Background: an optimization exercise with open tools, aiming at small area, a short achievable clock period and few clock cycles per item. Do not read the settings as production practice. Where RTL was checked, it was by simulation tests only, not by an equivalence proof against the original. For runs 1 to 3 and 5, only the layout was checked, not whether the RTL still works. Power is estimated from default activity; no workload was simulated.

**design/flow/config.mk**
```make
export PLATFORM = sky130hd
export DESIGN_NAME = ekf_frontend_top
export DESIGN_NICKNAME = ekf_frontend_top
export VERILOG_FILES = /design/flow/design.v
export SDC_FILE = /design/flow/constraint.sdc
export NUM_CORES = 4
export LEC_CHECK = 0
export CAP_MARGIN = 20
export CORE_MARGIN = 2
export CORE_UTILIZATION = 45
export CTS_BUF_LIST = sky130_fd_sc_hd__clkbuf_4 sky130_fd_sc_hd__clkbuf_8
export SETUP_SLACK_MARGIN = 2.2
export SLEW_MARGIN = 20
```
**design/flow/constraint.sdc**
```tcl
create_clock -name core_clock -period 5.5 [get_ports {clk}]
set_input_delay 1.1000 -clock core_clock [delete_from_list [all_inputs] [get_ports {clk}]]
set_output_delay 1.1000 -clock core_clock [all_outputs]
set_load 0.01 [all_outputs]
```
**design/flow/standard.sh**
```bash
#!/bin/bash
# synth_recipe.tcl (not shown) runs the flow's synth.tcl, then flattens the netlist and writes it again
# the make line also repeats each setting of config.mk as NAME=value (left out here)
make -C /OpenROAD-flow-scripts/flow DESIGN_CONFIG=/design/flow/config.mk WORK_HOME=/design/flow/orfs CLKGATE_MAP_FILE= SYNTH_SCRIPT=/design/flow/synth_recipe.tcl "${@:-finish}"
```
**design/flow/flow/run.sh**
```bash
#!/bin/bash
# Standard layout, with the smallest plain buffer on every port instead of
# the default port buffer.
set -euo pipefail
export BUFFER_PORTS_ARGS="-buffer_cell sky130_fd_sc_hd__buf_1"
bash standard.sh > standard.log 2>&1
```
**design/flow/design.v**
```verilog
`default_nettype none
package ekf_pkg;
  typedef enum logic [2:0] {
    STAGE_IDLE = 3'd0,
    STAGE_PRD  = 3'd1,
    STAGE_NEW  = 3'd2,
    STAGE_UPD  = 3'd3
  } stage_e;
  typedef logic signed [32-1:0] data_t;
  typedef logic [31:0] plb_addr_t;
  typedef logic [10-1:0] lm_idx_t;
endpackage
`default_nettype wire
`timescale 1ns/1ps
`default_nettype none
module ekf_frontend_top (
  input  wire                clk,
  input  wire                sys_rst,
  input  wire                ekf_pkg::stage_e i_stage_val,
  output logic               o_stage_rdy,
  input  wire                ekf_pkg::lm_idx_t i_l_k,
  input  wire                ekf_pkg::data_t i_rk,
  input  wire                ekf_pkg::data_t i_phi,
  output logic               o_plb_en,
  output logic               o_plb_we,
  output ekf_pkg::plb_addr_t o_plb_addr,
  output ekf_pkg::data_t     o_plb_din,
  input  wire                ekf_pkg::data_t i_plb_dout,
  output logic               o_init_predict,
  output logic               o_init_newlm,
  output logic               o_init_update,
  output ekf_pkg::data_t     o_xk,
  output ekf_pkg::data_t     o_yk,
  output ekf_pkg::data_t     o_xita,
  output ekf_pkg::data_t     o_lkx,
  output ekf_pkg::data_t     o_lky,
  input  wire                i_done_predict,
  input  wire                i_done_newlm,
  input  wire                i_done_update,
  input  wire                ekf_pkg::data_t i_result_0,
  input  wire                ekf_pkg::data_t i_result_1,
  input  wire                ekf_pkg::data_t i_result_2,
  input  wire                ekf_pkg::data_t i_result_3,
  input  wire                ekf_pkg::data_t i_result_4,
  input  wire                ekf_pkg::data_t i_result_5
);
  localparam logic [12:0] J = 13'd4096;
  localparam int C_AEN  = 0;    
  localparam int C_BW   = 1;    
  localparam int C_INV  = 2;    
  localparam int C_WR0  = 3;    
  localparam int C_WR1  = 4;    
  localparam int C_WR2  = 5;    
  localparam int C_M01  = 6;    
  localparam int C_M02  = 7;    
  localparam int C_MRK  = 8;    
  localparam int C_MPHI = 9;    
  localparam int C_M10  = 10;   
  localparam int C_M34  = 11;   
  localparam int C_M43  = 12;   
  localparam int C_M32  = 13;   
  localparam int C_LAST = 14;
  localparam int CW     = 15;
  logic          rdy_q;
  logic [1:0]    kind_q;
  logic [9:0]    k_q;
  logic [6:1]    ph_q;          
  logic          wait_q;        
  logic          wr_q;          
  logic [3:0]    n_q;           
  logic [CW-1:0] ctl_q;
  logic          en_q, we_q;
  logic [12:0]   addr_q;
  logic          ini_p_q, ini_n_q, ini_u_q;
  logic          wt_p_q, wt_n_q, wt_u_q;   
  logic [31:0]   r0, r1, r2, r3, r4, wd;
  logic          acc, done_hit;
  logic [12:0]   lm;
  assign acc = rdy_q & ~i_stage_val[2] & (i_stage_val[1] | i_stage_val[0]);
  assign done_hit = (wt_p_q & i_done_predict) | (wt_n_q & i_done_newlm) |
                    (wt_u_q & i_done_update);
  assign lm = 13'd3 + {2'b00, k_q, 1'b0};
  function automatic logic [CW-1:0] ctl_of(input logic [1:0] kind, input logic [3:0] c);
    logic [CW-1:0] t;
    t = '0;
    case (kind)
      2'd1: case (c)
        4'd1: begin t[C_AEN] = 1; t[C_BW] = 1; t[C_M01] = 1; end             
        4'd2: begin t[C_AEN] = 1; t[C_M02] = 1; t[C_M34] = 1; t[C_M43] = 1; end  
        4'd3: begin t[C_AEN] = 1; t[C_M34] = 1; end                           
        4'd4: t[C_INV] = 1;                                                   
        default: t[C_LAST] = 1;
      endcase
      2'd2: case (c)
        4'd1: begin t[C_AEN] = 1; t[C_M01] = 1; t[C_M10] = 1; t[C_M34] = 1; end  
        4'd2: t[C_AEN] = 1;                                                   
        4'd3: t[C_WR0] = 1;                                                   
        4'd4: t[C_WR1] = 1;                                                   
        4'd5: t[C_BW] = 1;                                                    
        4'd6: t[C_WR2] = 1;                                                   
        default: t[C_LAST] = 1;
      endcase
      default: case (c)
        4'd1, 4'd3, 4'd5: begin t[C_BW] = 1; t[C_INV] = 1; end                
        4'd2: begin t[C_WR0] = 1; t[C_MRK] = 1; end                           
        4'd4: t[C_WR1] = 1;                                                   
        4'd6: begin t[C_INV] = 1; t[C_M34] = 1; end                           
        4'd7: begin t[C_AEN] = 1; t[C_INV] = 1; t[C_MPHI] = 1; t[C_M32] = 1; end  
        4'd8: begin t[C_AEN] = 1; t[C_INV] = 1; end                           
        default: t[C_LAST] = 1;
      endcase
    endcase
    ctl_of = t;
  endfunction
  function automatic logic [12:0] addr_of(input logic [1:0] kind, input logic [3:0] c,
                                          input logic [12:0] lmw);
    logic [12:0] a;
    a = J;
    case (kind)
      2'd1: case (c)
        4'd0: a = J + 13'd1;
        4'd1: a = J + 13'd1;
        4'd2: a = 13'd0;
        4'd3: a = 13'd1;
        4'd4: a = 13'd2;
        default: a = J;
      endcase
      2'd2: case (c)
        4'd0: a = J;
        4'd1: a = J + 13'd2;
        4'd2: a = lmw;
        4'd3: a = lmw + 13'd1;
        4'd4: a = J + 13'd3;
        4'd5: a = J + 13'd1;
        4'd6: a = J + 13'd5;
        default: a = J + 13'd4;
      endcase
      default: case (c)
        4'd0: a = J + 13'd2;
        4'd1: a = J + 13'd4;
        4'd2: a = J;
        4'd3: a = J + 13'd7;
        4'd4: a = J + 13'd3;
        4'd5: a = J + 13'd5;
        4'd6: a = J + 13'd1;
        4'd7: a = J + 13'd6;
        4'd8: a = J + 13'd8;
        default: a = J + 13'd9;
      endcase
    endcase
    addr_of = a;
  endfunction
  always_ff @(posedge clk) begin
    if (rdy_q) begin
      kind_q <= i_stage_val[1:0];
      k_q    <= i_l_k;
    end
  end
  always_ff @(posedge clk) begin
    if (rdy_q) begin
      addr_q <= 13'd0;
    end else if (wait_q) begin
      addr_q <= addr_of(kind_q, done_hit ? 4'd1 : 4'd0, lm);
      ctl_q  <= ctl_of(kind_q, 4'd1);
      n_q    <= 4'd2;
    end else if (wr_q) begin
      addr_q <= addr_of(kind_q, n_q, lm);
      ctl_q  <= ctl_of(kind_q, n_q);
      n_q    <= n_q + 4'd1;
    end else begin
      case (1'b1)
        ph_q[1]: addr_q <= 13'd1;
        ph_q[2]: addr_q <= 13'd2;
        ph_q[3]: addr_q <= lm;
        ph_q[4]: addr_q <= lm + 13'd1;
        default: ;
      endcase
    end
  end
  always_ff @(posedge clk) begin
    if (sys_rst) begin
      rdy_q   <= 1'b1;
      ph_q    <= '0;
      wait_q  <= 1'b0;
      wr_q    <= 1'b0;
      en_q    <= 1'b0;
      we_q    <= 1'b0;
      ini_p_q <= 1'b0;
      ini_n_q <= 1'b0;
      ini_u_q <= 1'b0;
      wt_p_q  <= 1'b0;
      wt_n_q  <= 1'b0;
      wt_u_q  <= 1'b0;
    end else begin
      ph_q    <= {ph_q[5:1], acc};
      ini_p_q <= ph_q[5] & (kind_q == 2'd1);
      ini_n_q <= ph_q[5] & (kind_q == 2'd2);
      ini_u_q <= ph_q[5] & (kind_q == 2'd3);
      if (acc) rdy_q <= 1'b0;
      if (acc | ph_q[1] | ph_q[2] | ph_q[3] | ph_q[4]) begin
        en_q <= 1'b1;
      end else if (!wr_q) begin
        en_q <= 1'b0;
      end
      if (ph_q[5]) begin
        wait_q <= 1'b1;
        wt_p_q <= (kind_q == 2'd1);
        wt_n_q <= (kind_q == 2'd2);
        wt_u_q <= (kind_q == 2'd3);
      end else if (done_hit) begin
        wait_q <= 1'b0;
        wt_p_q <= 1'b0;
        wt_n_q <= 1'b0;
        wt_u_q <= 1'b0;
      end
      if (done_hit) begin
        wr_q <= 1'b1;
        en_q <= 1'b1;
        we_q <= 1'b1;
      end else if (wr_q && ctl_q[C_LAST]) begin
        wr_q  <= 1'b0;
        en_q  <= 1'b0;
        we_q  <= 1'b0;
        rdy_q <= 1'b1;
      end
    end
  end
  logic [31:0] opa, opb, sum;
  logic        mv;
  assign mv  = wr_q;
  assign opa = {32{ctl_q[C_AEN]}} & r0;
  assign opb = (ctl_q[C_BW] ? wd : r3) ^ {32{ctl_q[C_INV]}};
  assign sum = opa + opb + {31'd0, ctl_q[C_INV]};
  always_ff @(posedge clk) begin
    if (ph_q[2]) r0 <= i_plb_dout;
    else if (wait_q && kind_q != 2'd1) r0 <= i_result_3;
    else if (mv && ctl_q[C_M01]) r0 <= r1;
    else if (mv && ctl_q[C_M02]) r0 <= r2;
    else if (mv && ctl_q[C_MRK]) r0 <= i_rk;
    else if (mv && ctl_q[C_MPHI]) r0 <= i_phi;
    if (ph_q[3]) r1 <= i_plb_dout;
    else if (wait_q && kind_q == 2'd2) r1 <= i_result_2;
    else if (wait_q && kind_q == 2'd3) r1 <= i_result_5;
    else if (mv && ctl_q[C_M10]) r1 <= r0;
    if (ph_q[4]) r2 <= i_plb_dout;
    else if (wait_q && kind_q != 2'd1) r2 <= i_result_1;
    if (ph_q[5]) r3 <= i_plb_dout;
    else if (wait_q && kind_q == 2'd1) r3 <= i_result_3;
    else if (wait_q && kind_q == 2'd3) r3 <= i_result_2;
    else if (mv && ctl_q[C_M34]) r3 <= r4;
    else if (mv && ctl_q[C_M32]) r3 <= r2;
    if (ph_q[6]) r4 <= i_plb_dout;
    else if (wait_q && kind_q == 2'd1) r4 <= i_result_1;
    else if (wait_q && kind_q == 2'd3) r4 <= i_result_0;
    else if (mv && ctl_q[C_M43]) r4 <= r3;
    if (wait_q) begin
      case (kind_q)
        2'd1:    wd <= i_result_2;
        2'd2:    wd <= i_result_0;
        default: wd <= i_result_4;
      endcase
    end else if (ctl_q[C_WR0]) wd <= r0;
    else if (ctl_q[C_WR1]) wd <= r1;
    else if (ctl_q[C_WR2]) wd <= r2;
    else wd <= sum;
  end
  assign o_stage_rdy    = rdy_q;
  assign o_plb_en       = en_q | done_hit;
  assign o_plb_we       = we_q | done_hit;
  assign o_plb_addr     = {17'd0, addr_q, 2'b00};
  assign o_plb_din      = wait_q ? i_result_2 : wd;
  assign o_init_predict = ini_p_q;
  assign o_init_newlm   = ini_n_q;
  assign o_init_update  = ini_u_q;
  assign o_xk           = r0;
  assign o_yk           = r1;
  assign o_xita         = r2;
  assign o_lkx          = r3;
  assign o_lky          = i_plb_dout;
endmodule
`default_nettype wire
```
==> qor.csv, run 1 <==
metric,value,unit
Synth Flop Type,edfxtp_1,
final setup fails,0,
Setup Total Neg Slack,0,ps
min cycle time layout,3590,ps
R2R cell count,14,
die area,0.0442,sq mm
share of layout cells above drive strength 1,10.8,%
area post-placement,0.0210,sq mm
Multi-input gate area,0.0110,sq mm
Yosys top cell by area,edfxtp_1,
CTS Buffer Depth,3,
largest net degree at the start of global routing,84,
Synth area leaders,"edfxtp_1 30%, a21oi_1 7.9%, dfxtp_1 7.6%",
Post-Syn Area,0.0191,sq mm
"Avg Cell Area, Syn",8.22,sq um
clock tree sinks,263,
DR pass1 iterations,8,
RSZ-0062 raised after global routing,yes,
fin. max-slew vios,0,
Final Hold Viols,0,
DR vias/cell,6.23,
Lkg Pwr,8.15,nW
final core utilization,54.5,%
Starting Density,45.6,%
Avg WL per Cell,25.2,um
Num CTS Buffers,50,
number of global-route vias before repair,19900,
"commonest cells after routing, fill and taps aside","516 x buf_1, 297 x a21oi_1, 295 x nand2_1, 190 x edfxtp_1, 162 x o21ai_0",
initial antenna violation count,5,
clock root buffer,clkbuf_8,
number of cells on the worst hold path,2,
DRC,0,
Syn-to-layout area delta,19.4,%
die width,210,um
first-pass GRT wire length,123,mm
Synth Instances,2328,
Worst-Margin Slew,1090,ps
WP data arrival,4140,ps
Clock Latency Late Sink,670,ps
FF+latch area,0.00719,sq mm
DR vias,20700,
Slew headroom,26.8,%
hpwl dp,55.6,mm
fin nets,3082,
Yosys top cell area share,29.8,%
status,no timing/DRC/antenna violations,
Overflow after GRT,0,
yosys warns,1,
number of nets with antenna violations after routing,0,
CP required,6050,ps
depth of the CTS H-tree,2,
row count,75,
die height,210,um
WS Path Type,flop to flop,
gpl congestion,0.907,
worst vdd ir,176,uV
Ports,536,
Setup WS pre-CTS,1340,ps
Final Cell Area,0.0229,sq mm
PortBufs,516,
CTS tree,yes,
sequential share of the synthesized area,37.4,%
Crit Path Max Fanout,8,
starting DRC count in detailed routing,2075,
number of synthesized register bits,263,
Core Region,0.0419,sq mm
Max Cap Viol,0,
Startpoint Class,flop,
Hold Buf Count CTS,0,
Max Clk Rate,279,MHz
"commonest non-fill, non-tap cell in the layout",buf_1,
"Clk pin slew, worst setup/hold paths",70,ps
worst setup margin,1910,ps
final wirelength,83.6,mm
library cells used by synthesis,69,
Critical Path End Type,flop,
All-Layer GR Usage,36.8,%
"EDFF count, synth",190,
clock skew,33.8,ps
P per Cell Area,223,mW/mm^2
fillers,4088,
part of the cycle the worst path needs,65.3,%
min-delay worst type,flop to flop,
"Async S/R FF share, synth",0,%
area by class of cell:
type	instances	area share, %
multi-input combinational	1771	48.3
sequential	263	31.4
timing repair buffer	589	11.5
clock buffer	83	4.45
tap	539	2.95
inverter	56	0.920
clock inverter	11	0.411
antenna	5	0.0547
report_power, final:
part | leakage [nW] | switching, mW | total [mW] | internal [mW]
combinational | 5.21 | 0.453 | 0.706 | 0.252
clock | 0.598 | 0.950 | 2.17 | 1.22
sequential | 2.34 | 0.0527 | 2.22 | 2.17
kinds of logic after synthesis:
group                    count (synthesis)  share of synthesized area [%]
XOR/XNOR                                85                           3.89
flip-flops                             263                           37.4
multiplexers                           101                           5.78
AO/OA/AOI/OAI                          825                           26.6
adder cells (fa/ha/maj)                 45                           2.98
other                                    1                         0.0196
AND/OR/NAND/NOR                        696                           16.2
buffers and inverters                  312                           7.15
per-stage QoR:
step,hold slack [ps],total power [mW],std cells
2_1_floorplan,480,2.64,2346
3_3_place_gp,500,2.92,3178
3_5_place_dp,502,2.93,3179
4_1_cts,518,5.09,3309
5_1_grt,546,5.25,3315
6_report,520,5.10,3317
critical path, cell delays in order, from the launching register on:
cell and delay [ps]:
edfxtp_1 420, buf_6 160, buf_12 140, mux2i_2 210
xnor2_1 100, ha_1 360, nand4_1 230, nor4_4 220
or3b_4 440, a21oi_4 190, a211o_1 200, a21boi_2 80
o2111a_1 260, a211o_1 250, a31o_1 200
metal layers:
metal,track usage (%),vias to the layer above,part of all wire [%]
li1,-,9278,-
met1,47.4,9918,39
met2,60.8,1281,47
met3,6.59,202,9.9
met4,15.7,2,3.9
met5,0,-,0.016
synth_stat cells (all sizes together), types with 11 or more instances:
cell type and count:
a21oi 304, nand2 299, edfxtp 190, clkbuf 181, o21ai 173, nor2 150
nand3 114, a211oi 78, buf 75, dfxtp 73, mux2 66, xnor2 61
inv 54, o211ai 46, and2 45, ha 44, a22oi 40, o22ai 39
a311oi 35, mux2i 35, xor2 24, nand2b 19, a21o 17, nor2b 17
a31oi 12, and3 12, nor3 12, o21a 11
flip-flops by register name (all words and copies together) (netlist names), 2 cells and up, named ones only:
name,flops
addr_q,13
ctl_q,14
k_q,10
kind_q,2
n_q,4
ph_q,6
r0,32
r1,32
r2,32
r3,32
r4,32
wd,32
path summary, 6_finish.rpt:
path,end,slack (ps),start
worst max-delay path,wd[27]$_DFF_P_,1910,ctl_q[1]$_DFFE_PP_
worst min-delay path,ctl_q[8]$_SDFFCE_PP0P_,520,flop
worst max register to register,wd[27]$_DFF_P_,1910,ctl_q[1]$_DFFE_PP_
worst min register to register,ctl_q[8]$_SDFFCE_PP0P_,520,flop
what timing repair did:
item                                    CTS  global route
resized for setup                        57            27
buffers inserted                         35             3
gates cloned                              1             0
endpoints found under the setup margin   54            43
pin swaps                                42            22
==> inputs of run 2 (changes only) <==
--- a/design/flow/design.v
+++ b/design/flow/design.v
@@ -63,7 +63,6 @@
   localparam int CW     = 15;
   logic          rdy_q;
   logic [1:0]    kind_q;
-  logic [9:0]    k_q;
   logic [6:1]    ph_q;          
   logic          wait_q;        
   logic          wr_q;          
@@ -79,7 +78,7 @@
   assign acc = rdy_q & ~i_stage_val[2] & (i_stage_val[1] | i_stage_val[0]);
   assign done_hit = (wt_p_q & i_done_predict) | (wt_n_q & i_done_newlm) |
                     (wt_u_q & i_done_update);
-  assign lm = 13'd3 + {2'b00, k_q, 1'b0};
+  assign lm = 13'd3 + {2'b00, i_l_k, 1'b0};
   function automatic logic [CW-1:0] ctl_of(input logic [1:0] kind, input logic [3:0] c);
     logic [CW-1:0] t;
     t = '0;
@@ -153,7 +152,6 @@
   always_ff @(posedge clk) begin
     if (rdy_q) begin
       kind_q <= i_stage_val[1:0];
-      k_q    <= i_l_k;
     end
   end
   always_ff @(posedge clk) begin
==> run 2 against run 1 <==
  * Non-clock buffer count decreased by 4
  * Routed wire length shrank 0.29%
  * Worst hold slack lost 52 ps
  * Synthesized cell count is 0.30% higher
  * Critical path type unchanged
  * Largest power group unchanged
  * Highest routed layer is now met4
==> qor.csv, run 2 <==
metric,value,unit
gpl congestion,0.911,
fin. max-slew vios,0,
Max Cap Viol,0,
"Async S/R FF share, synth",0,%
Synth area leaders,"edfxtp_1 29%, dfxtp_1 7.7%, a21oi_1 7.7%",
yosys warns,1,
clock root buffer,clkbuf_8,
area post-placement,0.0208,sq mm
"Avg Cell Area, Syn",8.09,sq um
"commonest cells after routing, fill and taps aside","515 x buf_1, 302 x nand2_1, 288 x a21oi_1, 180 x edfxtp_1, 175 x nor2_1",
starting DRC count in detailed routing,2324,
clock skew,34.3,ps
R2R Path End,wd[27]$_DFF_P_,
Critical Path End Type,flop,
Core Region,0.0417,sq mm
number of global-route vias before repair,19500,
Hold Buf Count CTS,0,
All-Layer GR Usage,36.7,%
Final Cell Area,0.0224,sq mm
initial antenna violation count,1,
CTS Buffer Depth,3,
"Clk pin slew, worst setup/hold paths",60,ps
clock tree sinks,253,
CP required,6040,ps
Avg WL per Cell,25.1,um
min-delay worst type,flop to flop,
Synth Instances,2335,
final wirelength,83.3,mm
DR vias/cell,6.25,
Yosys top cell by area,edfxtp_1,
flop2flop setup slack,2180,ps
Reg-to-Reg Start,ctl_q[1]$_DFFE_PP_,
die width,209,um
min cycle time layout,3320,ps
Hold Path Sink,addr_q[11]$_SDFFE_PP0P_,
Post-Syn Area,0.0189,sq mm
DRC,0,
Starting Density,45.3,%
Overflow after GRT,0,
Commonest cells post-synth,"307 x nand2_1, 291 x a21oi_1, 180 x edfxtp_1",
Syn-to-layout area delta,18.8,%
depth of the CTS H-tree,2,
Worst-Margin Slew,1120,ps
hpwl dp,54.6,mm
number of synthesized register bits,253,
placed insts,3190,
Crit Path Max Fanout,11,
first-pass GRT wire length,122,mm
final core utilization,53.8,%
WS Path Type,flop to flop,
hold_sp,addr_q[11]$_SDFFE_PP0P_,
Setup Total Neg Slack,0,ps
RSZ-0062 raised after global routing,yes,
row count,75,
sequential share of the synthesized area,36.4,%
Yosys top cell area share,28.6,%
DR vias,20800,
die height,209,um
Max Clk Rate,301,MHz
library cells used by synthesis,73,
number of cells on the worst hold path,2,
part of the cycle the worst path needs,60.4,%
Startpoint Class,flop,
"commonest non-fill, non-tap cell in the layout",buf_1,
fin cells,3318,
Final Hold Viols,0,
fillers,4078,
largest net degree at the start of global routing,77,
share of layout cells above drive strength 1,10.3,%
R2R cell count,13,
P per Cell Area,216,mW/mm^2
"count leader, synth",nand2_1,
die area,0.0436,sq mm
Num CTS Buffers,48,
worst vdd ir,175,uV
Ports,536,
hold slack,469,ps
"EDFF count, synth",180,
CTS tree,yes,
DR pass1 iterations,7,
PortBufs,516,
fin nets,3088,
Slew headroom,24.9,%
number of nets with antenna violations after routing,0,
WP data arrival,3870,ps
Clock Latency Late Sink,660,ps
Lkg Pwr,8.04,nW
final setup fails,0,
Synth Flop Type,edfxtp_1,
status,no timing/DRC/antenna violations,
## run 2: cell types whose count changed after synthesis, sizes merged, moves of 8 or more
cell,change
a22oi,+8
a21oi,-12
nand2,+8
edfxtp,-10
nor2,+25
clkbuf,-12
nand2b,-10
## run 2: cells by family after synthesis
logic type | synth area share [%]
AOI/OAI and AO/OA | 26.5
xor gates and xnor gates | 3.62
adders and majority gates | 2.96
DFF | 36.4
and+or+nand+nor | 17.1
other | 0.0199
muxes | 6.30
buffers and inverters | 7.15
## run 2: power breakdown
group,internal [mW],switching [mW],total (mW)
clock network,1.11,0.933,2.04
registers,2.07,0.0507,2.13
logic,0.244,0.441,0.685
## run 2: worst max-delay path, stage by stage (launching register included)
cell	delay, ps
edfxtp_1	380
buf_6	150
bufbuf_16	290
mux2i_2	160
xnor2_1	140
ha_1	320
nand2_1	70
or2_2	360
or4_1	580
o211ai_2	140
a31oi_2	150
xnor2_1	180
a21oi_1	100
a211oi_2	190
## run 2: through the flow
stage	power, mW	setup slack (ps)
5_1_grt	5.00	2030
6_report	4.85	2180
2_1_floorplan	2.53	2220
3_3_place_gp	2.81	1670
3_5_place_dp	2.81	1520
4_1_cts	4.85	2070
## run 2: final cells by class
| type | instances | area (sq um) | share of cell area [%] |
|---|---|---|---|
| multi-input cells | 1794 | 11000 | 48.9 |
| clock inverters | 20 | 156 | 0.698 |
| repair buffers | 585 | 2660 | 11.8 |
| clock buffers | 70 | 863 | 3.85 |
| flip-flops and latches | 253 | 6890 | 30.7 |
| diodes | 1 | 2.50 | 0.0112 |
| inverters | 56 | 210 | 0.937 |
| well taps | 539 | 674 | 3.01 |
## run 2: worst max-delay path by stage
| stage | endpoint | startpoint | cells after the start | slack (ps) |
|---|---|---|---|---|
| CTS | wd[27]$_DFF_P_ | ctl_q[1]$_DFFE_PP_ | 14 | 2070 |
| detailed placement | wd[27]$_DFF_P_ | ctl_q[1]$_DFFE_PP_ | 12 | 1520 |
| global placement | wd[24]$_DFF_P_ | ctl_q[1]$_DFFE_PP_ | 13 | 1670 |
| finish | wd[27]$_DFF_P_ | ctl_q[1]$_DFFE_PP_ | 13 | 2180 |
| global route | wd[18]$_DFF_P_ | ctl_q[1]$_DFFE_PP_ | 16 | 2030 |
| floorplan | wd[24]$_DFF_P_ | ctl_q[1]$_DFFE_PP_ | 15 | 2220 |
## run 2: what timing repair did
action                                  4_1_cts  5_1_grt
endpoints found under the setup margin       86       40
pin swaps                                    24       15
gates cloned                                  2        0
resized for setup                            22       28
buffers inserted                             31        3
## run 2: metal layers
| layer | global-route usage, % | routed length [um] | part of all wire, % | vias up |
|---|---|---|---|---|
| li1 | - | - | - | 9309 |
| met1 | 47.9 | 33100 | 40 | 9890 |
| met2 | 61.6 | 39300 | 47 | 1342 |
| met3 | 5.40 | 7850 | 9.4 | 213 |
| met4 | 14.1 | 3020 | 3.6 | 0 |
| met5 | 0 | 0 | 0 | - |
==> inputs of run 3 (changes only) <==
--- a/design/flow/config.mk
+++ b/design/flow/config.mk
@@ -7,7 +7,9 @@
 export LEC_CHECK = 0
 export CAP_MARGIN = 20
 export CORE_MARGIN = 2
-export CORE_UTILIZATION = 45
+export CORE_UTILIZATION = 50
 export CTS_BUF_LIST = sky130_fd_sc_hd__clkbuf_4 sky130_fd_sc_hd__clkbuf_8
+export CTS_CLUSTER_DIAMETER = 60
+export CTS_CLUSTER_SIZE = 24
 export SETUP_SLACK_MARGIN = 2.2
 export SLEW_MARGIN = 20
==> run 3 against run 2 <==
  * Non-clock buffer count shrank 5
  * Routed wire length shrank 4.4%
  * Critical path type unchanged
  * Die area shrank 9.8%
  * Critical endpoint is now wd[24]$_DFF_P_
  * Via count shrank 1.3%
  * Fmax shrank 0.19%
  * Register-to-register slack is essentially flat
  * Sequential share of layout area grew 0.42 points
==> qor.csv, run 3 <==
metric,value,unit
share of layout cells above drive strength 1,9.58,%
final setup fails,0,
largest family of logic cells by synthesized area,compound AO/OA/AOI/OAI gates,
start point of the critical path,ctl_q[1]$_DFFE_PP_,
Num CTS Buffers,34,
DR vias,20500,
worst vdd ir,170,uV
clock tree sinks,253,
Syn-to-layout area delta,17.1,%
Yosys top cell by area,edfxtp_1,
CTS tree,yes,
WS Path Type,flop to flop,
Ports,536,
Clock Latency Late Sink,600,ps
DRC,0,
clock skew,49.2,ps
Seq pwr share,47.2,%
"commonest cells after routing, fill and taps aside","515 x buf_1, 302 x nand2_1, 286 x a21oi_1, 180 x edfxtp_1, 175 x nor2_1",
Max Clk Rate,300,MHz
PortBufs,516,
P per Cell Area,203,mW/mm^2
gpl congestion,0.945,
All-Layer GR Usage,38.8,%
combinational cell fraction of total power,15.2,%
Compound-Gate Fraction of Synth Area,26.5,%
yosys warns,1,
number of global-route vias before repair,19000,
Max Cap Viol,0,
Commonest cells post-synth,"307 x nand2_1, 291 x a21oi_1, 180 x edfxtp_1",
"EDFF count, synth",180,
DR pass1 iterations,6,
Post-Syn Area,0.0189,sq mm
simple-gate share of the synthesized area,17.1,%
DR vias/cell,6.28,
fin. max-slew vios,0,
hold slack,481,ps
Synth area leaders,"edfxtp_1 29%, dfxtp_1 7.7%, a21oi_1 7.7%",
Reg-to-Reg Start,ctl_q[1]$_DFFE_PP_,
clock root buffer,clkbuf_8,
fillers,3531,
row count,71,
Net Sw Frac,30.6,%
die height,198,um
starting DRC count in detailed routing,2000,
Worst-Margin Slew,1120,ps
final wirelength,79.7,mm
number of cells on the worst hold path,2,
Startpoint Class,flop,
Critical Path End Type,flop,
part of the cycle the worst path needs,60.6,%
Crit Path Max Fanout,4,
Int Pwr,3.12,mW
Overflow after GRT,0,
CP required,5980,ps
number of nets with antenna violations after routing,0,
largest net degree at the start of global routing,88,
Setup Total Neg Slack,0,ps
FF+latch area,0.00688,sq mm
"Async S/R FF share, synth",0,%
Core Region,0.0374,sq mm
Final Hold Viols,0,
die width,198,um
number of synthesized register bits,253,
post-synthesis mux area share,6.30,%
"count leader, synth",nand2_1,
depth of the CTS H-tree,2,
Avg WL per Cell,24.4,um
"Clk pin slew, worst setup/hold paths",110,ps
Lkg Pwr,7.82,nW
min-delay worst type,flop to flop,
Post-Synth XOR/XNOR Area,3.62,%
die area,0.0393,sq mm
Post-Synth Adder-Cell Area,2.96,%
status,no timing/DRC/antenna violations,
initial antenna violation count,4,
Slew headroom,25.0,%
sequential share of the synthesized area,36.4,%
WP data arrival,3810,ps
first-pass GRT wire length,115,mm
CTS Buffer Depth,3,
Synth Flop Type,edfxtp_1,
min cycle time layout,3330,ps
RSZ-0062 raised after global routing,yes,
library cells used by synthesis,73,
hold_sp,addr_q[11]$_SDFFE_PP0P_,
hpwl dp,53.0,mm
fin nets,3069,
"commonest non-fill, non-tap cell in the layout",buf_1,
R2R cell count,14,
"Avg Cell Area, Syn",8.09,sq um
Clock power frac,37.6,%
Yosys top cell area share,28.6,%
Synth Instances,2335,
Starting Density,50.5,%
Psw,1.37,mW
Multi-input gate area,0.0111,sq mm
-- run 3: final cells by class --
type                            count  share of cell area, %
Clock buffer                       39                   2.32
Clock inverter                     22                   1.17
Tap cell                          511                   2.89
Inverter                           56                  0.951
Timing Repair Buffer              580                   11.5
Multi-Input combinational cell   1794                   50.0
Antenna cell                        4                 0.0453
Sequential cell                   253                   31.1
-- run 3: cells by family after synthesis --
| logic type | after synthesis |
|---|---|
| AO/OA/AOI/OAI | 816 |
| other | 1 |
| buffers and inverters | 306 |
| flip-flops | 253 |
| adder cells (fa/ha/maj) | 44 |
| AND/OR/NAND/NOR | 727 |
| multiplexers | 110 |
| XOR/XNOR | 78 |
-- run 3: what timing repair did --
| action | CTS | global route |
|---|---|---|
| hold buffers | 0 | 0 |
| buffers inserted | 17 | 14 |
| setup endpoints to repair | 66 | 32 |
| gates cloned | 1 | 0 |
| resized for setup | 20 | 55 |
| pin swaps | 10 | 33 |
-- run 3: through the flow --
| stage | instance area [sq um] | setup WS [ps] | util [%] | total power, mW | cells |
|---|---|---|---|---|---|
| final | 22100 | 2170 | 59.1 | 4.49 | 3259 |
| after global routing | 22100 | 2000 | 59.1 | 4.63 | 3258 |
| after CTS | 21700 | 2140 | 58.1 | 4.48 | 3241 |
| after detailed placement | 20700 | 1480 | 55.4 | 2.81 | 3162 |
| after global placement | 20700 | 1700 | 55.4 | 2.80 | 3162 |
| after floorplan | 18900 | 2220 | - | 2.53 | 2353 |
-- run 3: worst paths after layout --
kind,to,slack [ps]
worst min-delay path,addr_q[11]$_SDFFE_PP0P_,480
worst max-delay path,wd[24]$_DFF_P_,2170
worst max register to register,wd[24]$_DFF_P_,2170
worst min register to register,addr_q[11]$_SDFFE_PP0P_,480
-- run 3: worst max-delay path, cell delays in order, from the launching register on --
cell,delay (ps)
edfxtp_1,440
buf_6,180
buf_6,120
mux2i_4,170
xnor2_1,140
ha_1,390
nor2b_4,180
o21a_1,190
o21ai_2,90
a211o_1,320
a211o_1,310
and2_4,190
o31ai_4,220
o21ai_1,100
a22o_1,180
-- run 3: layer usage --
layer | share of wire [%] | track usage, % | up-vias
li1 | - | - | 9256
met1 | 39 | 51.2 | 9681
met2 | 46 | 63.5 | 1331
met3 | 10 | 5.76 | 211
met4 | 4.3 | 16.7 | 0
met5 | 0 | 0 | -
-- run 3: power by group through the flow --
stage                     Clock [mW]  Combinational [mW]  Sequential, mW
final                           1.69               0.683            2.12
after global routing            1.76               0.741            2.12
after CTS                       1.70               0.656            2.12
after detailed placement           0               0.646            2.16
after global placement             0               0.640            2.16
after floorplan                    0               0.387            2.15
==> inputs of run 4 (changes only) <==
--- a/design/flow/design.v
+++ b/design/flow/design.v
@@ -155,16 +155,14 @@
     end
   end
   always_ff @(posedge clk) begin
+    ctl_q <= ctl_of(kind_q, wr_q ? n_q : 4'd1);
+    n_q   <= wr_q ? n_q + 4'd1 : 4'd2;
     if (rdy_q) begin
       addr_q <= 13'd0;
     end else if (wait_q) begin
       addr_q <= addr_of(kind_q, done_hit ? 4'd1 : 4'd0, lm);
-      ctl_q  <= ctl_of(kind_q, 4'd1);
-      n_q    <= 4'd2;
     end else if (wr_q) begin
       addr_q <= addr_of(kind_q, n_q, lm);
-      ctl_q  <= ctl_of(kind_q, n_q);
-      n_q    <= n_q + 4'd1;
     end else begin
       case (1'b1)
         ph_q[1]: addr_q <= 13'd1;
--- a/design/flow/config.mk
+++ b/design/flow/config.mk
@@ -9,7 +9,5 @@
 export CORE_MARGIN = 2
 export CORE_UTILIZATION = 50
 export CTS_BUF_LIST = sky130_fd_sc_hd__clkbuf_4 sky130_fd_sc_hd__clkbuf_8
-export CTS_CLUSTER_DIAMETER = 60
-export CTS_CLUSTER_SIZE = 24
 export SETUP_SLACK_MARGIN = 2.2
 export SLEW_MARGIN = 20
==> run 4 against run 3 <==
  * Clock power increased by 12%
  * Setup slack gained 34 ps
  * Flip-flop and latch count fell by 9
  * Non-clock buffer count up 9
  * Total power increased by 55%
  * Synthesized area fell by 1.8%
  * Fmax increased by 1.0%
  * Combinational power grew to 4.0 times the previous value
  * Critical endpoint is now wd[29]$_DFF_P_
  * Largest power group is now combinational logic
  * Highest routed layer is now met5
==> qor.csv, run 4 <==
metric,value,unit
Syn-to-layout area delta,19.4,%
min-delay worst type,flop to flop,
die height,197,um
clock skew,40.0,ps
part of the cycle the worst path needs,59.9,%
clock root buffer,clkbuf_8,
hold_sp,ctl_q[14]$_DFF_P_,
DRC,0,
Critical Path End Type,flop,
max incr delay on CP,460,ps
yosys warns,1,
PortBufs,516,
Overflow after GRT,0,
CTS tree,yes,
WS Path Type,flop to flop,
Yosys top cell by area,edfxtp_1,
Synth area leaders,"edfxtp_1 26%, dfxtp_1 8.9%, a21oi_1 8.5%",
CP max-delay cell,dfxtp_4,
DR vias,20700,
"count leader, synth",a21oi_1,
starting DRC count in detailed routing,2217,
Startpoint Class,flop,
final wirelength,80.5,mm
CP required,5960,ps
clock tree sinks,244,
Num CTS Buffers,44,
simple-gate share of the synthesized area,17.9,%
sequential share of the synthesized area,35.1,%
Crit Path Max Fanout,7,
gpl congestion,0.912,
DR pass1 iterations,5,
Avg WL per Cell,25.1,um
worst vdd ir,181,uV
fillers,3480,
Multi-input gate area,0.0112,sq mm
Worst-Margin Slew,1150,ps
row count,70,
status,no timing/DRC/antenna violations,
Post-Synth Adder-Cell Area,3.01,%
min cycle time layout,3300,ps
"Avg Cell Area, Syn",8.03,sq um
Reg-to-Reg Start,ctl_q[1]$_DFF_P_,
number of synthesized register bits,244,
Max Clk Rate,303,MHz
Compound-Gate Fraction of Synth Area,26.9,%
initial antenna violation count,2,
P per Cell Area,314,mW/mm^2
Final Hold Viols,0,
post-synthesis mux area share,6.24,%
Synth Flop Type,edfxtp_1,
"commonest cells after routing, fill and taps aside","515 x buf_1, 308 x a21oi_1, 286 x nand2_1, 162 x edfxtp_1, 161 x nor2_1",
depth of the CTS H-tree,2,
CP Buf/Inv Count,1,
"EDFF count, synth",162,
WP data arrival,3760,ps
FF+latch area,0.00654,sq mm
Slew headroom,23.2,%
start point of the critical path,ctl_q[1]$_DFF_P_,
Clock Latency Late Sink,660,ps
largest family of logic cells by synthesized area,compound AO/OA/AOI/OAI gates,
fin nets,3058,
hpwl dp,53.2,mm
Lkg Pwr,7.82,nW
Core Region,0.0365,sq mm
largest net degree at the start of global routing,85,
first-pass GRT wire length,117,mm
final setup fails,0,
CP Cell Sequence,clkbuf_16 -> mux2i_4 -> xnor2_1 -> ha_2 -> and4_1 -> a221o_1 -> a311o_1 -> a31oi_4 -> o21ai_2 -> a31oi_1 -> xor2_1 -> a41oi_1,
Synth Instances,2309,
DR vias/cell,6.44,
Yosys top cell area share,26.2,%
Starting Density,50.8,%
Max Cap Viol,0,
"commonest non-fill, non-tap cell in the layout",buf_1,
library cells used by synthesis,75,
Ports,536,
Post-Synth XOR/XNOR Area,3.63,%
die width,197,um
"Async S/R FF share, synth",0,%
"Clk pin slew, worst setup/hold paths",60,ps
Post-Syn Area,0.0185,sq mm
die area,0.0386,sq mm
number of nets with antenna violations after routing,0,
All-Layer GR Usage,39.8,%
Setup Total Neg Slack,0,ps
RSZ-0062 raised after global routing,yes,
number of global-route vias before repair,19300,
critical path's top delay family,compound AO/OA/AOI/OAI gates,
share of layout cells above drive strength 1,11.3,%
fin. max-slew vios,0,
Commonest cells post-synth,"315 x a21oi_1, 289 x nand2_1, 170 x clkbuf_1",
final core utilization,60.6,%
CTS Buffer Depth,3,
run 4: cell count changes after synthesis, moves of 9 or more:
cell	delta
o21ai_0	-24
edfxtp_1	-18
o22ai_1	-29
nand2_1	-18
dfxtp_1	+9
o221ai_1	+25
o211ai_1	-25
nand2b_1	+28
a21oi_1	+24
nor2_1	-13
run 4: stage by stage:
step | instances | setup slack (ps) | area (sq um) | hold slack [ps] | power [mW]
6_report | 3212 | 2200 | 22100 | 507 | 6.96
3_5_place_dp | 3093 | 1400 | 20400 | 490 | 4.66
3_3_place_gp | 3093 | 1510 | 20400 | 482 | 4.63
4_1_cts | 3192 | 2140 | 21600 | 501 | 6.66
5_1_grt | 3212 | 2080 | 22100 | 521 | 7.28
2_1_floorplan | 2327 | 2150 | 18700 | 455 | 3.94
run 4: power by group:
| part | internal (mW) | switching (mW) |
|---|---|---|
| Combinational | 1.24 | 1.48 |
| Clock | 1.02 | 0.872 |
| Sequential | 2.13 | 0.224 |
| Total | 4.39 | 2.57 |
run 4: what timing repair did:
item,in CTS,in global routing
setup buffers,18,18
endpoints found under the setup margin,50,82
cloned,0,1
gates resized for setup,31,64
hold buffers,0,0
pin swaps,10,32
run 4: routing by layer:
layer	share of wire [%]	vias to the layer above	GRT usage, %
li1	-	9215	-
met1	39	9790	52.3
met2	46	1461	64.6
met3	11	224	7.41
met4	3.6	2	16.6
met5	0.016	-	0
run 4: cell families after synthesis:
| kind of cell | count (synthesis) |
|---|---|
| other cells | 1 |
| fa+ha+maj | 44 |
| compound gates | 801 |
| simple gates | 730 |
| flops | 244 |
| buf+inv | 306 |
| mux | 107 |
| xor+xnor | 76 |
run 4: path summary, 6_finish.rpt:
kind,end,slack [ps],cells after the start
max,wd[29]$_DFF_P_,2200,12
min,rdy_q$_SDFF_PP1_,510,2
max reg2reg,wd[29]$_DFF_P_,2200,12
min reg2reg,rdy_q$_SDFF_PP1_,510,2
run 4: cell type report:
class	count	area share, %
Inverter	52	0.882
Antenna cell	1	0.0113
Multi-Input combinational cell	1777	50.8
Timing Repair Buffer	589	11.9
Sequential cell	244	29.5
Clock buffer	67	3.74
Clock inverter	14	0.520
Tap cell	468	2.64
run 4: worst reg2reg max path, cell delays in order, from the launching register on:
cell and delay [ps]:
dfxtp_4 460, clkbuf_16 210, mux2i_4 230, xnor2_1 140, ha_2 330, and4_1 200, a221o_1 360, a311o_1 360
a31oi_4 230, o21ai_2 100, a31oi_1 210, xor2_1 160, a41oi_1 120
Testbench counts of run 4, summed over its fixed seeds: cycles 22,180, stages 1,200.
==> inputs of run 5 (changes only) <==
--- a/design/flow/design.v
+++ b/design/flow/design.v
@@ -60,7 +60,8 @@
   localparam int C_M43  = 12;   
   localparam int C_M32  = 13;   
   localparam int C_LAST = 14;
-  localparam int CW     = 15;
+  localparam int C_SUM  = 15;   
+  localparam int CW     = 16;
   logic          rdy_q;
   logic [1:0]    kind_q;
   logic [6:1]    ph_q;          
@@ -72,7 +73,8 @@
   logic [12:0]   addr_q;
   logic          ini_p_q, ini_n_q, ini_u_q;
   logic          wt_p_q, wt_n_q, wt_u_q;   
-  logic [31:0]   r0, r1, r2, r3, r4, wd;
+  logic [31:0]   r0, r1, r2, r3, r4, wd, ws;
+  logic          sum_q;         
   logic          acc, done_hit;
   logic [12:0]   lm;
   assign acc = rdy_q & ~i_stage_val[2] & (i_stage_val[1] | i_stage_val[0]);
@@ -95,7 +97,7 @@
         4'd2: t[C_AEN] = 1;                                                   
         4'd3: t[C_WR0] = 1;                                                   
         4'd4: t[C_WR1] = 1;                                                   
-        4'd5: t[C_BW] = 1;                                                    
+        4'd5: ;                                                               
         4'd6: t[C_WR2] = 1;                                                   
         default: t[C_LAST] = 1;
       endcase
@@ -109,6 +111,7 @@
         default: t[C_LAST] = 1;
       endcase
     endcase
+    t[C_SUM] = ~(t[C_WR0] | t[C_WR1] | t[C_WR2] | t[C_LAST] | (kind == 2'd2 && c == 4'd5));
     ctl_of = t;
   endfunction
   function automatic logic [12:0] addr_of(input logic [1:0] kind, input logic [3:0] c,
@@ -155,14 +158,16 @@
     end
   end
   always_ff @(posedge clk) begin
-    ctl_q <= ctl_of(kind_q, wr_q ? n_q : 4'd1);
-    n_q   <= wr_q ? n_q + 4'd1 : 4'd2;
     if (rdy_q) begin
       addr_q <= 13'd0;
     end else if (wait_q) begin
       addr_q <= addr_of(kind_q, done_hit ? 4'd1 : 4'd0, lm);
+      ctl_q  <= ctl_of(kind_q, 4'd1);
+      n_q    <= 4'd2;
     end else if (wr_q) begin
       addr_q <= addr_of(kind_q, n_q, lm);
+      ctl_q  <= ctl_of(kind_q, n_q);
+      n_q    <= n_q + 4'd1;
     end else begin
       case (1'b1)
         ph_q[1]: addr_q <= 13'd1;
@@ -249,6 +254,8 @@
     else if (wait_q && kind_q == 2'd1) r4 <= i_result_1;
     else if (wait_q && kind_q == 2'd3) r4 <= i_result_0;
     else if (mv && ctl_q[C_M43]) r4 <= r3;
+    ws <= sum;
+    sum_q <= ~wait_q & ctl_q[C_SUM];
     if (wait_q) begin
       case (kind_q)
         2'd1:    wd <= i_result_2;
@@ -258,13 +265,12 @@
     end else if (ctl_q[C_WR0]) wd <= r0;
     else if (ctl_q[C_WR1]) wd <= r1;
     else if (ctl_q[C_WR2]) wd <= r2;
-    else wd <= sum;
   end
   assign o_stage_rdy    = rdy_q;
   assign o_plb_en       = en_q | done_hit;
   assign o_plb_we       = we_q | done_hit;
   assign o_plb_addr     = {17'd0, addr_q, 2'b00};
-  assign o_plb_din      = wait_q ? i_result_2 : wd;
+  assign o_plb_din      = wait_q ? i_result_2 : (sum_q ? ws : wd);
   assign o_init_predict = ini_p_q;
   assign o_init_newlm   = ini_n_q;
   assign o_init_update  = ini_u_q;
--- a/design/flow/config.mk
+++ b/design/flow/config.mk
@@ -7,7 +7,7 @@
 export LEC_CHECK = 0
 export CAP_MARGIN = 20
 export CORE_MARGIN = 2
-export CORE_UTILIZATION = 50
+export CORE_UTILIZATION = 45
 export CTS_BUF_LIST = sky130_fd_sc_hd__clkbuf_4 sky130_fd_sc_hd__clkbuf_8
 export SETUP_SLACK_MARGIN = 2.2
 export SLEW_MARGIN = 20
==> run 5 against run 4 <==
  * Clock skew fell by 7.6 ps
  * Final area rose by 7.4%
  * Via count rose by 4.1%
  * Register-to-register slack got worse by 50 ps
  * Clock power rose by 14%
  * Flip-flop and latch count rose by 43
  * Largest power group is now registers
==> qor.csv, run 5 <==
metric,value,unit
status,no timing/DRC/antenna violations,
hold slack,466,ps
sequential share of the synthesized area,39.1,%
Max Cap Viol,0,
hpwl dp,55.8,mm
"commonest non-fill, non-tap cell in the layout",buf_1,
placed insts,3357,
Final Hold Viols,0,
DR vias/cell,6.18,
Post-Syn Area,0.0202,sq mm
starting DRC count in detailed routing,2433,
Yosys top cell area share,31.7,%
min cycle time layout,3350,ps
fin cells,3489,
CTS Buffer Depth,3,
gpl congestion,0.911,
Syn-to-layout area delta,18.0,%
min-delay worst type,flop to flop,
Num CTS Buffers,52,
Lkg Pwr,8.61,nW
final setup fails,0,
"commonest cells after routing, fill and taps aside","515 x buf_1, 362 x nand2_1, 293 x a21oi_1, 233 x o21ai_0, 213 x edfxtp_1",
die area,0.0465,sq mm
fin nets,3199,
Worst-Margin Slew,1160,ps
clock tree sinks,287,
Clock Latency Late Sink,640,ps
Starting Density,45.6,%
Core Region,0.0442,sq mm
"Avg Cell Area, Syn",8.22,sq um
number of nets with antenna violations after routing,0,
CP Cell Sequence,buf_6 -> mux2_4 -> mux2i_2 -> fa_2 -> a21o_1 -> a221oi_4 -> o211ai_1 -> a21oi_2 -> o21ai_4 -> a221oi_2 -> a21oi_1 -> xor2_1,
initial antenna violation count,5,
part of the cycle the worst path needs,60.8,%
DR pass1 iterations,8,
Critical Path End Type,flop,
WS Path Type,flop to flop,
share of layout cells above drive strength 1,8.69,%
number of global-route vias before repair,20200,
worst vdd ir,161,uV
Avg WL per Cell,24.8,um
first-pass GRT wire length,125,mm
fin. max-slew vios,0,
"Async S/R FF share, synth",0,%
Multi-input gate area,0.0112,sq mm
largest net degree at the start of global routing,101,
fillers,4333,
R2R cell count,12,
Setup Total Neg Slack,0,ps
Reg-to-Reg Start,ctl_q[1]$_DFFE_PP_,
row count,77,
Crit Path Max Fanout,4,
P per Cell Area,222,mW/mm^2
WP data arrival,3850,ps
R2R Path End,ws[30]$_DFF_P_,
CTS tree,yes,
flop2flop setup slack,2150,ps
clock skew,32.4,ps
max incr delay on CP,520,ps
DRC,0,
"Clk pin slew, worst setup/hold paths",60,ps
depth of the CTS H-tree,2,
PortBufs,516,
Yosys top cell by area,edfxtp_1,
final wirelength,86.6,mm
Max Clk Rate,299,MHz
Slew headroom,22.3,%
number of synthesized register bits,287,
Synth area leaders,"edfxtp_1 32%, a21oi_1 7.4%, dfxtp_1 7.3%",
die width,216,um
DR vias,21500,
library cells used by synthesis,72,
All-Layer GR Usage,35.4,%
CP endpoint,ws[30]$_DFF_P_,
CP max-delay cell,edfxtp_1,
yosys warns,1,
RSZ-0062 raised after global routing,yes,
"EDFF count, synth",213,
Ports,536,
Startpoint Class,flop,
final core utilization,53.8,%
start point of the critical path,ctl_q[1]$_DFFE_PP_,
Synth Instances,2452,
CP required,6010,ps
FF+latch area,0.00790,sq mm
clock root buffer,clkbuf_8,
Synth Flop Type,edfxtp_1,
die height,216,um
Overflow after GRT,0,
Commonest cells post-synth,"365 x nand2_1, 299 x a21oi_1, 239 x o21ai_0",
"count leader, synth",nand2_1,
-- run 5: power by group --
group          switching (mW)  total [mW]  internal (mW)
logic                   0.466       0.716          0.250
registers              0.0492        2.42           2.37
clock network           0.975        2.15           1.18
total                    1.49        5.29           3.80
-- run 5: through the flow --
stage	power, mW	cell area [sq um]	setup slack (ps)
floorplan	2.85	20200	2240
global placement	3.13	22100	1380
detailed placement	3.14	22100	1340
CTS	5.28	23400	2170
global route	5.47	23800	2080
finish	5.29	23800	2150
-- run 5: repair_timing --
item,4_1_cts,5_1_grt
cloned,2,0
setup buffers,6,19
endpoints found under the setup margin,49,55
resized for setup,16,40
pin swaps,5,23
hold endpoints to repair,0,0
hold buffers,0,0
-- run 5: layer usage --
layer  vias up  share of wire [%]  wire length (um)  global-route usage (%)
met5         -                  0                 0                       0
met4         0                4.1              3540                    13.8
met3       223                 12             10000                    8.09
met2      1453                 45             39000                    56.4
met1     10200                 39             34000                    46.7
li1       9651                  -                 -                       -
-- run 5: cell families (layout without fill, tap and decap cells) --
kind of cell | count (synthesis) | count (layout) | synth area share [%]
and+or+nand+nor | 775 | 775 | 17.0
xor gates and xnor gates | 80 | 80 | 3.47
DFF | 287 | 287 | 39.1
other | 1 | 26 | 0.0186
AOI/OAI and AO/OA | 820 | 820 | 24.0
muxes | 132 | 132 | 6.80
adders and majority gates | 45 | 45 | 2.83
buffers and inverters | 312 | 732 | 6.82
-- run 5: how the worst min path moves through the flow --
stage | from | to | slack (ps) | cells past startpoint
final | addr_q[0]$_SDFFE_PP0P_ | addr_q[0]$_SDFFE_PP0P_ | 470 | 2
after global routing | addr_q[0]$_SDFFE_PP0P_ | addr_q[0]$_SDFFE_PP0P_ | 490 | 2
after CTS | addr_q[0]$_SDFFE_PP0P_ | addr_q[0]$_SDFFE_PP0P_ | 470 | 2
after detailed placement | addr_q[0]$_SDFFE_PP0P_ | addr_q[0]$_SDFFE_PP0P_ | 450 | 2
after global placement | addr_q[0]$_SDFFE_PP0P_ | addr_q[0]$_SDFFE_PP0P_ | 440 | 2
after floorplan | ctl_q[15]$_SDFFCE_PP1P_ | sum_q$_DFF_P_ | 430 | 1
-- run 5: critical path: cells and delay by family, from the launching register on --
family	cells	cell delay (ps)
adders and majority gates	1	360
AOI/OAI and AO/OA	7	1480
DFF	1	520
muxes	2	520
buffers and inverters	1	180
xor gates and xnor gates	1	150
-- run 5: final cells by class --
cell class	instances	share of cell area [%]
Timing Repair Buffer	580	11.0
Clock buffer	76	3.92
Sequential cell	287	33.2
Tap cell	592	3.11
Inverter	56	0.894
Antenna cell	7	0.0736
Clock inverter	20	0.573
Multi-Input combinational cell	1871	47.2

## port drivers added, routing unchanged
No port has a modelled driver above. Below, the same layouts with a new extraction and two added sets of constraints. Step 1 assumes that a clkbuf_16 drives the clock port and a buf_2 every other input. Step 2 moves the port delays by t, midway between the first and last clock arrival at a register: inputs arrive t later, outputs are due t later. That takes back most of the time a late clock gives input paths. a / b / c = no drivers / after step 1 / after step 2; a / b = the first two.
| run | t, ns | slack for setup (ns) | hold slack, ns | clock arrival spread, ns | slew at the worst register clock pin (ns) |
|---|---|---|---|---|---|
| run 1 | 0.703 | 1.909 / 1.909 / 1.909 | 0.520 / 0.520 / 0.520 | 0.034 / 0.035 | 0.07 / 0.07 |
| run 2 | 0.696 | 2.176 / 2.176 / 1.845 | 0.469 / 0.469 / 0.469 | 0.035 / 0.035 | 0.08 / 0.08 |
| run 3 | 0.627 | 2.170 / 2.170 / 1.859 | 0.481 / 0.481 / 0.481 | 0.049 / 0.049 | 0.11 / 0.11 |
| run 4 | 0.688 | 2.203 / 2.203 / 1.776 | 0.507 / 0.507 / 0.507 | 0.041 / 0.040 | 0.07 / 0.07 |
| run 5 | 0.687 | 2.154 / 2.154 / 1.789 | 0.466 / 0.466 / 0.466 | 0.033 / 0.032 | 0.07 / 0.07 |
After both steps setup and hold are still met in every run listed. The setup slack of run 4, which loses most, moves by 0.000 ns with the drivers and by -0.427 ns with both steps.
